What follows belongs to an exercise in optimizing a design on an open flow for small area and a short achievable clock period; a production flow would make more cautious choices. RTL that was checked went through simulation tests only; none was proved equivalent to the original. For run 2, only the layout was checked, not whether the RTL still works. Power and IR drop assume default switching activity.

### flow/flow/run.sh
#!/bin/bash
# Standard ORFS layout with two changes to how it is placed:
#  - every port still gets a buffer, but a small buf_1 instead of the
#    default pick (clkdlybuf4s50_1), which is larger and slower;
#  - the pin placer keeps each packet input bit next to the output bit it
#    becomes (i_pkt[j] beside o_issue[j+4]), so that bit's three pipeline
#    registers can sit in a short chain between its two pins.
set -uo pipefail
groups=""
for ((j = 0; j < 936; j++)); do
  groups+=" -group_pins {i_pkt[$j] o_issue[$((j + 4))]}"
done
bash standard.sh \
  'BUFFER_PORTS_ARGS=-buffer_cell sky130_fd_sc_hd__buf_1' \
  "PLACE_PINS_ARGS=$groups" \
  finish > standard.log 2>&1
### flow/standard.sh
#!/bin/bash
# synth_recipe.tcl (not shown) runs the flow's synth.tcl, then flattens the netlist and writes it again
# the make line also repeats each setting of config.mk as NAME=value (left out here)
make -C /OpenROAD-flow-scripts/flow DESIGN_CONFIG=/design/flow/config.mk WORK_HOME=/design/flow/orfs CLKGATE_MAP_FILE= SYNTH_SCRIPT=/design/flow/synth_recipe.tcl "${@:-finish}"
### flow/config.mk
export PLATFORM = sky130hd
export DESIGN_NAME = branch_detect_top
export DESIGN_NICKNAME = branch_detect_top
export VERILOG_FILES = /design/flow/design.v
export SDC_FILE = /design/flow/constraint.sdc
export NUM_CORES = 4
export LEC_CHECK = 0
export CAP_MARGIN = 20
export CORE_AREA = 4 4 556 556
export CTS_CLUSTER_DIAMETER = 60
export CTS_CLUSTER_SIZE = 30
export DIE_AREA = 0 0 560 560
export SETUP_SLACK_MARGIN = 5
export SLEW_MARGIN = 20
### flow/constraint.sdc
create_clock -name core_clock -period 8.0 [get_ports {w_IssueFifoFire_1}]
set_input_delay 1.6000 -clock core_clock [delete_from_list [all_inputs] [get_ports {w_IssueFifoFire_1}]]
set_output_delay 1.6000 -clock core_clock [all_outputs]
set_load 0.01 [all_outputs]
### flow/design.v
package branch_pkg;
  localparam int slot_count = 8;
  localparam int slot_idx_w = 3;
  localparam int count_w    = 4;
  localparam int data_w     = 32;
  localparam int offset_w   = 16;
  localparam logic [2:0] op_bjp   = 3'd4;
  localparam logic [1:0] cond_eq = 2'd0;
  localparam logic [1:0] cond_ne = 2'd1;
  localparam logic [1:0] cond_lt = 2'd2;
  localparam logic [1:0] cond_ge = 2'd3;
  localparam int inst_w   = 3 + 2 + data_w + offset_w + data_w + data_w;
  localparam int opr_lsb  = 0;
  localparam int opl_lsb  = data_w;
  localparam int off_lsb  = 2 * data_w;
  localparam int pc_lsb   = 2 * data_w + offset_w;
  localparam int cond_lsb = 3 * data_w + offset_w;
  localparam int op_lsb   = 3 * data_w + offset_w + 2;
  localparam int packet_w = slot_count * inst_w;
  localparam int issue_w = packet_w + count_w;
endpackage
`timescale 1ns/1ns
module branch_decode (
  input  logic                               w_IssueFifoFire_1,
  input  logic                               rstn,
  input  logic                               i_pkt_valid,
  input  logic [branch_pkg::packet_w-1:0]    i_pkt,
  output logic                               o_dec_valid,
  output logic [branch_pkg::packet_w-1:0]    o_dec,
  output logic [branch_pkg::slot_count-1:0]  o_taken      
);
  localparam int W = branch_pkg::inst_w;
  localparam int N = branch_pkg::slot_count;
  function automatic logic [1:0] cmp32(input logic [31:0] a, input logic [31:0] b);
    logic [31:0] e, l;
    e = ~(a ^ b);
    l = ~a & b;
    l[31] = a[31] & ~b[31];
    for (int lv = 0; lv < 5; lv++) begin
      for (int k = 0; k < 32; k++) begin
        if (k % (2 << lv) == 0) begin
          l[k] = l[k+(1<<lv)] | (e[k+(1<<lv)] & l[k]);
          e[k] = e[k+(1<<lv)] & e[k];
        end
      end
    end
    cmp32 = {e[0], l[0]};
  endfunction
  logic [N-1:0] taken;
  always_comb begin
    for (int i = 0; i < N; i++) begin
      logic [1:0] el;
      logic [1:0] c;
      el = cmp32(i_pkt[W*i+branch_pkg::opl_lsb +: 32], i_pkt[W*i+branch_pkg::opr_lsb +: 32]);
      c  = i_pkt[W*i+branch_pkg::cond_lsb +: 2];
      taken[i] = (i_pkt[W*i+branch_pkg::op_lsb +: 3] == branch_pkg::op_bjp) &&
                 (c[1] ? (el[0] ^ c[0]) : (el[1] ^ c[0]));
    end
  end
  always_ff @(posedge w_IssueFifoFire_1 or negedge rstn) begin
    if (!rstn) begin
      o_dec_valid <= 1'b0;
    end else begin
      o_dec_valid <= i_pkt_valid;
    end
  end
  always_ff @(posedge w_IssueFifoFire_1) begin
    o_dec   <= i_pkt;
    o_taken <= taken;
  end
endmodule
`timescale 1ns/1ns
module branch_execute (
  input  logic                               w_IssueFifoFire_1,
  input  logic                               rstn,
  input  logic                               i_dec_valid,
  input  logic [branch_pkg::packet_w-1:0]    i_dec,
  input  logic [branch_pkg::slot_count-1:0]  i_taken,
  output logic                               o_exe_valid,
  output logic                               o_exe_taken,
  output logic [branch_pkg::packet_w-1:0]    o_exe,       
  output logic [branch_pkg::data_w-1:0]      o_pc,
  output logic [branch_pkg::offset_w-1:0]    o_off
);
  localparam int W = branch_pkg::inst_w;
  localparam int N = branch_pkg::slot_count;
  logic [N-1:0]                    keep;
  logic [N-1:0]                    first;
  logic [branch_pkg::packet_w-1:0] issue_pkt;
  logic [31:0]                     pc_sel;
  logic [15:0]                     off_sel;
  always_comb begin
    keep[0] = 1'b1;
    for (int i = 1; i < N; i++) begin
      keep[i] = 1'b1;
      for (int j = 0; j < i; j++) keep[i] = keep[i] & ~i_taken[j];
    end
    first = i_taken & keep;
    pc_sel  = '0;
    off_sel = '0;
    for (int i = 0; i < N; i++) begin
      issue_pkt[W*i +: W] = i_dec[W*i +: W] & {W{keep[i]}};
      pc_sel  = pc_sel  | (i_dec[W*i+branch_pkg::pc_lsb  +: 32] & {32{first[i]}});
      off_sel = off_sel | (i_dec[W*i+branch_pkg::off_lsb +: 16] & {16{first[i]}});
    end
  end
  always_ff @(posedge w_IssueFifoFire_1 or negedge rstn) begin
    if (!rstn) begin
      o_exe_valid <= 1'b0;
      o_exe_taken <= 1'b0;
    end else begin
      o_exe_valid <= i_dec_valid;
      o_exe_taken <= i_dec_valid & (|i_taken);
    end
  end
  always_ff @(posedge w_IssueFifoFire_1) begin
    o_exe    <= issue_pkt;
    o_pc     <= pc_sel;
    o_off    <= off_sel;
  end
endmodule
`timescale 1ns/1ns
module branch_result (
  input  logic                               w_IssueFifoFire_1,
  input  logic                               rstn,
  input  logic                               i_exe_valid,
  input  logic                               i_exe_taken,
  input  logic [branch_pkg::packet_w-1:0]    i_exe,
  input  logic [branch_pkg::data_w-1:0]      i_pc,
  input  logic [branch_pkg::offset_w-1:0]    i_off,
  output logic                               o_issue_valid,
  output logic [branch_pkg::issue_w-1:0]     o_issue,
  output logic                               o_redirect_valid,
  output logic [branch_pkg::data_w-1:0]      o_redirect
);
  logic [branch_pkg::count_w-1:0] count;
  always_comb begin
    logic [7:0] b;
    logic       s0, c0, s1, c1, s2, c2, s3, c3, x1, x2;
    for (int i = 0; i < branch_pkg::slot_count; i++) begin
      b[i] = (i_exe[branch_pkg::inst_w*i+branch_pkg::op_lsb +: 3] == branch_pkg::op_bjp);
    end
    s0 = b[0] ^ b[1] ^ b[2];
    c0 = (b[0] & b[1]) | (b[0] & b[2]) | (b[1] & b[2]);
    s1 = b[3] ^ b[4] ^ b[5];
    c1 = (b[3] & b[4]) | (b[3] & b[5]) | (b[4] & b[5]);
    s2 = b[6] ^ b[7];
    c2 = b[6] & b[7];
    s3 = s0 ^ s1 ^ s2;
    c3 = (s0 & s1) | (s0 & s2) | (s1 & s2);
    x1 = c0 ^ c1 ^ c2;
    x2 = (c0 & c1) | (c0 & c2) | (c1 & c2);
    count[0] = s3;
    count[1] = x1 ^ c3;
    count[2] = x2 ^ (x1 & c3);
    count[3] = x2 & x1 & c3;
  end
  always_ff @(posedge w_IssueFifoFire_1 or negedge rstn) begin
    if (!rstn) begin
      o_issue_valid    <= 1'b0;
      o_redirect_valid <= 1'b0;
    end else begin
      o_issue_valid    <= i_exe_valid;
      o_redirect_valid <= i_exe_taken;
    end
  end
  always_ff @(posedge w_IssueFifoFire_1) begin
    o_issue    <= {i_exe, count};
    o_redirect <= i_pc + {{16{i_off[15]}}, i_off};
  end
endmodule
`timescale 1ns/1ns
module branch_detect_top (
  input  logic          w_IssueFifoFire_1,
  input  logic          rstn,
  input  logic          i_pkt_valid,
  input  logic [935:0]  i_pkt,
  output logic          o_issue_valid,
  output logic [939:0]  o_issue,
  output logic          o_redirect_valid,
  output logic [31:0]   o_redirect
);
  logic                                dec_valid;
  logic [branch_pkg::packet_w-1:0]     dec;
  logic [branch_pkg::slot_count-1:0]   taken;
  logic                                exe_valid;
  logic                                exe_taken;
  logic [branch_pkg::packet_w-1:0]     exe;
  logic [branch_pkg::data_w-1:0]       pc;
  logic [branch_pkg::offset_w-1:0]     off;
  branch_decode u_decode (
    .w_IssueFifoFire_1 (w_IssueFifoFire_1),
    .rstn              (rstn),
    .i_pkt_valid       (i_pkt_valid),
    .i_pkt             (i_pkt),
    .o_dec_valid       (dec_valid),
    .o_dec             (dec),
    .o_taken           (taken)
  );
  branch_execute u_execute (
    .w_IssueFifoFire_1 (w_IssueFifoFire_1),
    .rstn              (rstn),
    .i_dec_valid       (dec_valid),
    .i_dec             (dec),
    .i_taken           (taken),
    .o_exe_valid       (exe_valid),
    .o_exe_taken       (exe_taken),
    .o_exe             (exe),
    .o_pc              (pc),
    .o_off             (off)
  );
  branch_result u_result (
    .w_IssueFifoFire_1 (w_IssueFifoFire_1),
    .rstn              (rstn),
    .i_exe_valid       (exe_valid),
    .i_exe_taken       (exe_taken),
    .i_exe             (exe),
    .i_pc              (pc),
    .i_off             (off),
    .o_issue_valid     (o_issue_valid),
    .o_issue           (o_issue),
    .o_redirect_valid  (o_redirect_valid),
    .o_redirect        (o_redirect)
  );
endmodule
==> impl_metrics.json, run 1 <==
{
  "first_pass_iters": 8,
  "start_kind": "register",
  "period_share": 0.381,
  "port_buffers": 1912,
  "cap_violations": 0,
  "synth_top_area_frac": 0.765,
  "start_util": 0.250,
  "grt-ovfl-total": 0,
  "max_slew_margin": 0.298,
  "die_w_um": 560,
  "final_area_um2": 101000,
  "fin_worst_skew_ns": 0.0719,
  "cp.depth": 1,
  "clock_latency_ns": 0.87,
  "dp_hpwl_um": 231000,
  "r2r-start": "u_execute.o_pc[0]$_DFF_P_",
  "nets": 8931,
  "rrSetupSlack_ns": 5.11,
  "drt-initial-drc-count": 3308,
  "via_per_inst": 4.01,
  "areaGrowthSynthToFinish_pct": 33.4,
  "crit_fanout": 1,
  "yosys_warnings": 3,
  "r2r_cells": 9,
  "drtAntennaViolNets": 0,
  "synth_edf_count": 0,
  "place.gp.congestion": 0.972,
  "wirelength_um": 290000,
  "clock_path_buffers": 4,
  "cp.required_ns": 6.40,
  "drive_gt1_frac": 0.253,
  "die_area_um2": 314000,
  "fp.dieH_um": 560,
  "hp-class": "register to register",
  "setup_violations": 0,
  "synthFlopType": "dfxtp_1",
  "placed_area_um2": 88200,
  "cts_tree": "yes",
  "setup_tns_ns": 0,
  "arrival_ns": 1.45,
  "synthTopCellsByArea": "dfxtp_1 77%, and2_1 5.8%, ha_1 4.8%, a21oi_1 1.8%, nand2_1 1.5%",
  "grt_start_max_net_pins": 89,
  "p_per_area_nw_per_um2": 296,
  "antenna_found_initial": 58,
  "rsz0062_at_grt": "yes",
  "wl_per_cell_um": 24.4,
  "slew_viol_final": 0,
  "cts_buffers": 174,
  "hold_viol_final": 0,
  "netlist-cell-type-count": 62,
  "worstSetupPathType": "register to output pin",
  "netlist_area_um2": 75900,
  "grt_pass1_wl_um": 390000,
  "power.total_mw": 30.0,
  "fmax_mhz": 328,
  "coreArea_um2": 303000,
  "critical-path-top-delay-family": "flip-flops",
  "yosys_register_bits": 2905,
  "syn_inst": 5733,
  "cp_cell_sequence": "buf_6",
  "tightest_slew_ns": 1.05,
  "ios": 1913,
  "peakVddDrop_mv": 0.201,
  "syn_nets": 6966,
  "root_buffer": "clkbuf_16",
  "drc": 0,
  "period_needed_ns": 3.05,
  "status": "no timing/DRC/antenna violations",
  "crit_start": "u_result.o_issue_valid$_DFF_PN0_",
  "reg2reg_to": "u_result.o_redirect[28]$_DFF_P_",
  "grt_pass1_vias": 49400,
  "path_clk_slew_ns": 0.10,
  "rows": 202,
  "synthArstFlopShare": 0.00172,
  "cp-end-kind": "output pin",
  "clkSinkCount": 2905,
  "cp_slowest_cell": "dfrtp_2",
  "vias": 47600,
  "cts-htree-levels": 4,
  "crit_end": "o_issue_valid",
  "synth_area_per_cell_um2": 13.2,
  "critPathMaxStageDelay_ns": 0.47,
  "synth_top_area_cell": "dfxtp_1",
  "p_leak_nw": 42.5,
  "ys_seq_area_frac": 0.767,
  "cp_num_buf_inv": 1,
  "grt.total_usage": 0.176
}
[worst min-delay path by stage]
stage	start	end	slack [ns]	depth (start not counted)
4_1_cts	u_execute.o_exe[697]$_DFF_P_	u_result.o_issue[701]$_DFF_P_	0.29	0
5_1_grt	u_execute.o_exe[493]$_DFF_P_	u_result.o_issue[497]$_DFF_P_	0.31	0
3_5_place_dp	u_execute.o_exe[258]$_DFF_P_	u_result.o_issue[262]$_DFF_P_	0.31	0
6_report	u_execute.o_exe[697]$_DFF_P_	u_result.o_issue[701]$_DFF_P_	0.29	0
2_1_floorplan	u_decode.o_dec[0]$_DFF_P_	u_execute.o_exe[0]$_DFF_P_	0.31	0
3_3_place_gp	u_execute.o_exe[113]$_DFF_P_	u_result.o_issue[117]$_DFF_P_	0.31	0
[registers in the layout (all words and copies together) (netlist names), 8 cells and up]
register and flops:
u_decode.o_dec 936, u_decode.o_taken 8, u_execute.o_exe 936, u_execute.o_off 16
u_execute.o_pc 32, u_result.o_issue 940, u_result.o_redirect 32
[layer usage]
metal | GRT usage | part of all wire
met1 | 0.192 | 0.37
met5 | 0 | 0.00041
met3 | 0.0457 | 0.073
met2 | 0.325 | 0.52
met4 | 0.0669 | 0.043
[placed cells by master (no fill, tap or decap), types with 49 or more instances in the layout]
master / n
o221ai_1: 49
o21ai_0: 96
dfxtp_2: 546
clkbuf_16: 176
buf_6: 565
a21oi_1: 261
nor2b_1: 122
nand2_1: 295
and2_1: 709
ha_1: 264
buf_2: 313
inv_1: 276
diode_2: 56
nor2_1: 98
nand3b_1: 55
buf_4: 108
dfxtp_1: 2334
buf_1: 954
[report_power, final]
| part | internal (mW) | switching, mW |
|---|---|---|
| registers | 15.8 | 0.582 |
| logic | 1.33 | 1.68 |
| clock network | 4.79 | 5.83 |
| total | 21.9 | 8.09 |
[through the flow]
| step | std cells | utilization | setup slack (ns) | hold slack, ns |
|---|---|---|---|---|
| floorplan | 5733 | - | 5.00 | 0.310 |
| global placement | 11500 | 0.291 | 3.24 | 0.310 |
| detailed placement | 11500 | 0.291 | 3.66 | 0.312 |
| CTS | 11800 | 0.331 | 4.84 | 0.286 |
| global route | 11900 | 0.334 | 4.87 | 0.305 |
| finish | 11900 | 0.334 | 4.95 | 0.290 |
[kinds of logic (layout without fill, tap and decap cells)]
family | Yosys count | in the layout | synth area share
compound gates | 559 | 559 | 0.0442
fa+ha+maj | 294 | 294 | 0.0490
mux | 55 | 55 | 0.00726
other cells | 0 | 56 | 0
buf+inv | 450 | 2552 | 0.0230
simple gates | 1441 | 1443 | 0.106
flops | 2905 | 2905 | 0.767
xor+xnor | 29 | 29 | 0.00335
[area by class of cell]
type                    count  area (um2)
clock buffers             187        4500
flip-flops and latches   2905       58900
well taps                3978        4980
repair buffers           1955       12500
clock inverters           128        2290
multi-input cells        2380       16800
inverters                 282        1060
fillers                 29900      202000
diodes                     56         140
[cells in the mapped netlist, types with 41 or more instances]
library cell  instances
a21oi_1             271
and2_1              709
clkbuf_1            135
dfxtp_1            2900
ha_1                289
inv_1               282
mux2i_1              55
nand2_1             295
nand3_1              45
nand3b_1             55
nand4_1              41
nor2_1              100
nor2b_1             123
o21ai_0             108
o221ai_1             49
[what timing repair did]
| item | in CTS | in global routing |
|---|---|---|
| hold buffers | 0 | 0 |
| gates cloned | 2 | 0 |
| setup endpoints to repair | 1064 | 379 |
| setup buffers | 7 | 0 |
| pin swaps | 4 | 0 |
| gates resized for setup | 2288 | 200 |
| hold endpoints to repair | 0 | 0 |
==> inputs of run 2 (changes only) <==
--- a/flow/design.v
+++ b/flow/design.v
@@ -32,19 +32,19 @@
   localparam int W = branch_pkg::inst_w;
   localparam int N = branch_pkg::slot_count;
   function automatic logic [1:0] cmp32(input logic [31:0] a, input logic [31:0] b);
-    logic [31:0] e, l;
-    e = ~(a ^ b);
-    l = ~a & b;
-    l[31] = a[31] & ~b[31];
+    logic [31:0] d, l;
+    d = a ^ b;
+    l = b;
+    l[31] = a[31];
     for (int lv = 0; lv < 5; lv++) begin
       for (int k = 0; k < 32; k++) begin
         if (k % (2 << lv) == 0) begin
-          l[k] = l[k+(1<<lv)] | (e[k+(1<<lv)] & l[k]);
-          e[k] = e[k+(1<<lv)] & e[k];
+          l[k] = d[k+(1<<lv)] ? l[k+(1<<lv)] : l[k];
+          d[k] = d[k+(1<<lv)] | d[k];
         end
       end
     end
-    cmp32 = {e[0], l[0]};
+    cmp32 = {~d[0], d[0] & l[0]};
   endfunction
   logic [N-1:0] taken;
   always_comb begin
==> flow/flow/run.sh (replaced) <==
#!/bin/bash
# Standard ORFS layout, except that every port gets a small buf_1 as its
# buffer instead of the default pick (clkdlybuf4s50_1), which is larger
# and slower.
set -uo pipefail
bash standard.sh \
  'BUFFER_PORTS_ARGS=-buffer_cell sky130_fd_sc_hd__buf_1' \
  finish > standard.log 2>&1
--- a/flow/config.mk
+++ b/flow/config.mk
@@ -6,9 +6,9 @@
 export NUM_CORES = 4
 export LEC_CHECK = 0
 export CAP_MARGIN = 20
-export CORE_AREA = 4 4 556 556
-export CTS_CLUSTER_DIAMETER = 60
-export CTS_CLUSTER_SIZE = 30
-export DIE_AREA = 0 0 560 560
+export CORE_AREA = 4 4 996 216
+export CTS_CLUSTER_DIAMETER = 50
+export CTS_CLUSTER_SIZE = 25
+export DIE_AREA = 0 0 1000 220
 export SETUP_SLACK_MARGIN = 5
 export SLEW_MARGIN = 20
==> run 2 against run 1 <==
Effect of this change: routed wire length is 26% higher; sequential cell count unchanged; area after synthesis fell by 1.2%; utilization increased by 12 points; the layout now fails its checks (antenna violations); final area fell by 7.8%; setup slack got worse by 0.24 ns; power down 8.3%; largest power group unchanged; sequential power hardly changed; largest cell class unchanged; combinational power decreased by 4%; clock-buffer cell count decreased by 38; non-clock buffer count fell by 10.
==> impl_metrics.json, run 2 <==
{
  "status": "complete, but fails checks",
  "so_faults": "antenna violations",
  "synthMostInstantiatedCell": "dfxtp_1",
  "netlist_area_um2": 75000,
  "largest_reg_flops": 940,
  "reg2reg_to": "u_execute.o_exe[897]$_DFF_P_",
  "netlist-cell-type-count": 66,
  "period_share": 0.411,
  "clkSinkCount": 2905,
  "synth_top_area_cell": "dfxtp_1",
  "first_pass_iters": 5,
  "grt_pass1_vias": 44700,
  "grt.total_usage": 0.316,
  "met3_usage": 0.0744,
  "synthTopCellsByArea": "dfxtp_1 77%, and2_1 5.9%, xor2_1 2.3%, maj3_1 1.9%, a21oi_1 1.3%",
  "cts_hold_buf": 0,
  "fillers": 19400,
  "port_buffers": 1912,
  "rows": 77,
  "die_w_um": 1000,
  "antenna_found_initial": 136,
  "yosys_warnings": 3,
  "root_buffer": "clkbuf_16",
  "drc": 0,
  "p_leak_nw": 38.8,
  "min_to": "u_result.o_issue[469]$_DFF_P_",
  "die_area_um2": 220000,
  "setup_violations": 0,
  "synth_top_area_frac": 0.774,
  "rsz0062_at_grt": "yes",
  "busiest_layer": "met1",
  "peakVddDrop_mv": 0.150,
  "synth_edf_count": 0,
  "final_common_cell": "dfxtp_1",
  "max_slew_margin": 0.297,
  "place.gp.congestion": 1.08,
  "rrSetupSlack_ns": 4.99,
  "grt_pass1_wl_um": 450000,
  "slew_viol_final": 0,
  "syn_inst": 5659,
  "via_per_inst": 4.69,
  "wirelength_um": 364000,
  "synthFlopType": "dfxtp_1",
  "synthArstFlopShare": 0.00172,
  "coreArea_um2": 208000,
  "drtAntennaViolNets": 3,
  "yosys_register_bits": 2905,
  "clock_latency_ns": 0.87,
  "crit_fanout": 3,
  "cp-end-kind": "register",
  "tightest_slew_ns": 1.05,
  "grt_start_max_net_pins": 152,
  "ios": 1913,
  "areaGrowthSynthToFinish_pct": 24.4,
  "top_regs": "u_result.o_issue (940), u_decode.o_dec (936), u_execute.o_exe (936)",
  "drt-initial-drc-count": 6146,
  "start_util": 0.361,
  "synth_area_per_cell_um2": 13.3,
  "cts-htree-levels": 4,
  "fin_worst_skew_ns": 0.0925,
  "syn_nets": 6636,
  "wl_per_cell_um": 34.4,
  "cts_buffers": 138,
  "hold_viol_final": 0,
  "nets": 8554,
  "r2r-start": "u_decode.o_taken[1]$_DFF_P_",
  "path_clk_slew_ns": 0.10,
  "period_needed_ns": 3.29,
  "cts_tree": "yes",
  "setup_tns_ns": 0,
  "whs_path_depth": 0,
  "fmax_mhz": 304,
  "drive_gt1_frac": 0.192,
  "arrival_ns": 4.10,
  "seq_area_um2": 58700,
  "grtUsageMet2": 0.444,
  "vias": 49600,
  "r2r_cells": 6,
  "cp.required_ns": 8.81,
  "grt_use_met1": 0.492,
  "p_per_area_nw_per_um2": 295,
  "hold_path_startpoint": "u_execute.o_exe[465]$_DFF_P_",
  "clock_path_buffers": 4,
  "fp.dieH_um": 220,
  "multiInputGateArea_um2": 16200,
  "cap_violations": 0,
  "top_register": "u_result.o_issue",
  "utilization": 0.449,
  "dp_hpwl_um": 301000,
  "start_kind": "input pin",
  "hp-class": "register to register",
  "most-common-layout-cells": "2662 x dfxtp_1, 1081 x buf_1, 695 x and2_1",
  "worstSetupPathType": "input pin to register",
  "power.total_mw": 27.5,
  "ys_top_cells_by_count": "2900 x dfxtp_1, 703 x and2_1, 254 x nand2_1, 200 x a21oi_1, 197 x xor2_1",
  "ys_seq_area_frac": 0.776,
  "grt-ovfl-total": 0
}
[run 2: critical path: stages]
cell and delay, ns:
buf_1 0.13, nor2b_1 0.16, maj3_1 0.36, maj3_1 0.41, nor2_1 0.12, a21oi_1 0.05, o31a_1 0.30, o21ai_4 0.41
xor2_4 0.28, and3_4 0.26
[run 2: layout make-up]
| type | count | share of cell area |
|---|---|---|
| Sequential cell | 2905 | 0.629 |
| Multi-Input combinational cell | 2395 | 0.173 |
| Timing Repair Buffer | 1945 | 0.108 |
| Clock buffer | 149 | 0.0386 |
| Tap cell | 2804 | 0.0376 |
| Inverter | 192 | 0.00802 |
| Antenna cell | 179 | 0.00480 |
| Clock inverter | 7 | 0.00102 |
[run 2: cell families after synthesis]
kind of cell / synth area share
DFF: 0.776
and+or+nand+nor: 0.107
AOI/OAI and AO/OA: 0.0384
buffers and inverters: 0.0180
xor gates and xnor gates: 0.0326
adders and majority gates: 0.0273
muxes: 0.000701
[run 2: worst max-delay path by stage]
| stage | from | endpoint | slack [ns] | cells after the start |
|---|---|---|---|---|
| finish | i_pkt[52] | u_decode.o_taken[0]$_DFF_P_ | 4.71 | 10 |
| global route | u_result.o_redirect_valid$_DFF_PN0_ | o_redirect_valid | 4.72 | 1 |
| CTS | u_result.o_redirect_valid$_DFF_PN0_ | o_redirect_valid | 4.74 | 1 |
| detailed placement | i_pkt[20] | u_decode.o_taken[0]$_DFF_P_ | 3.06 | 10 |
| global placement | i_pkt[20] | u_decode.o_taken[0]$_DFF_P_ | 3.05 | 10 |
| floorplan | i_pkt[476] | u_decode.o_taken[4]$_DFF_P_ | 4.48 | 8 |
[run 2: repair_timing]
item,CTS,global route
gates cloned,2,0
gates resized for setup,1267,455
setup buffers,8,3
endpoints found under the setup margin,1031,424
pin swaps,34,41
hold endpoints to repair,0,0
[run 2: per-layer routing]
metal / share of wire / up-vias / routed length (um)
met1: 0.49 / 25100 / 177000
met4: 0.020 / 28 / 7280
li1: - / 21900 / -
met2: 0.41 / 2096 / 149000
met3: 0.085 / 448 / 31000
met5: 0.00047 / - / 172
[run 2: where the power goes]
part           switching, mW  internal, mW  total (mW)  leakage, nW
clock network           4.77          3.26        8.03         1.81
registers              0.869          15.7        16.6         24.5
logic                   1.83          1.06        2.89         12.4
total                   7.47          20.0        27.5         38.8
[run 2: through the flow]
step	area, um2	hold WS (ns)	instances	setup slack [ns]
floorplan	75200	0.310	5659	4.48
global placement	85500	0.310	10200	3.05
detailed placement	85500	0.312	10200	3.06
CTS	91800	0.278	10400	4.74
global route	92900	0.285	10400	4.72
finish	93300	0.272	10600	4.71

==> port drivers added, routing unchanged <==
No port has a modelled driver above. Below, the same layouts with a new extraction and two added sets of constraints.
Step 1 sets driving cells, clkbuf_16 on the clock port and buf_2 on the other inputs (assumed; they add their load-dependent delay and slew).
Step 2 adds t to the input delays and takes it off the output delays; t is the mean of the earliest and latest rising clock arrival at the registers after step 1. Input paths then give back, and output paths get back, about the clock's delay inside the block.
Three values: ideal, step 1, step 2; two values: the first two.
| run | shift t [ns] | slack for setup (ns) | slew at the worst register clock pin (ns) | pins driven straight from the clock port |
|---|---|---|---|---|
| run 1 | 0.929 | 4.950 / 4.853 / 4.088 | 0.11 / 0.11 | 1 |
| run 2 | 0.930 | 4.710 / 4.646 / 3.845 | 0.12 / 0.12 | 1 |
For run 2, which loses most, drivers alone change the setup slack by -0.064 ns; drivers and shift together by -0.865 ns.
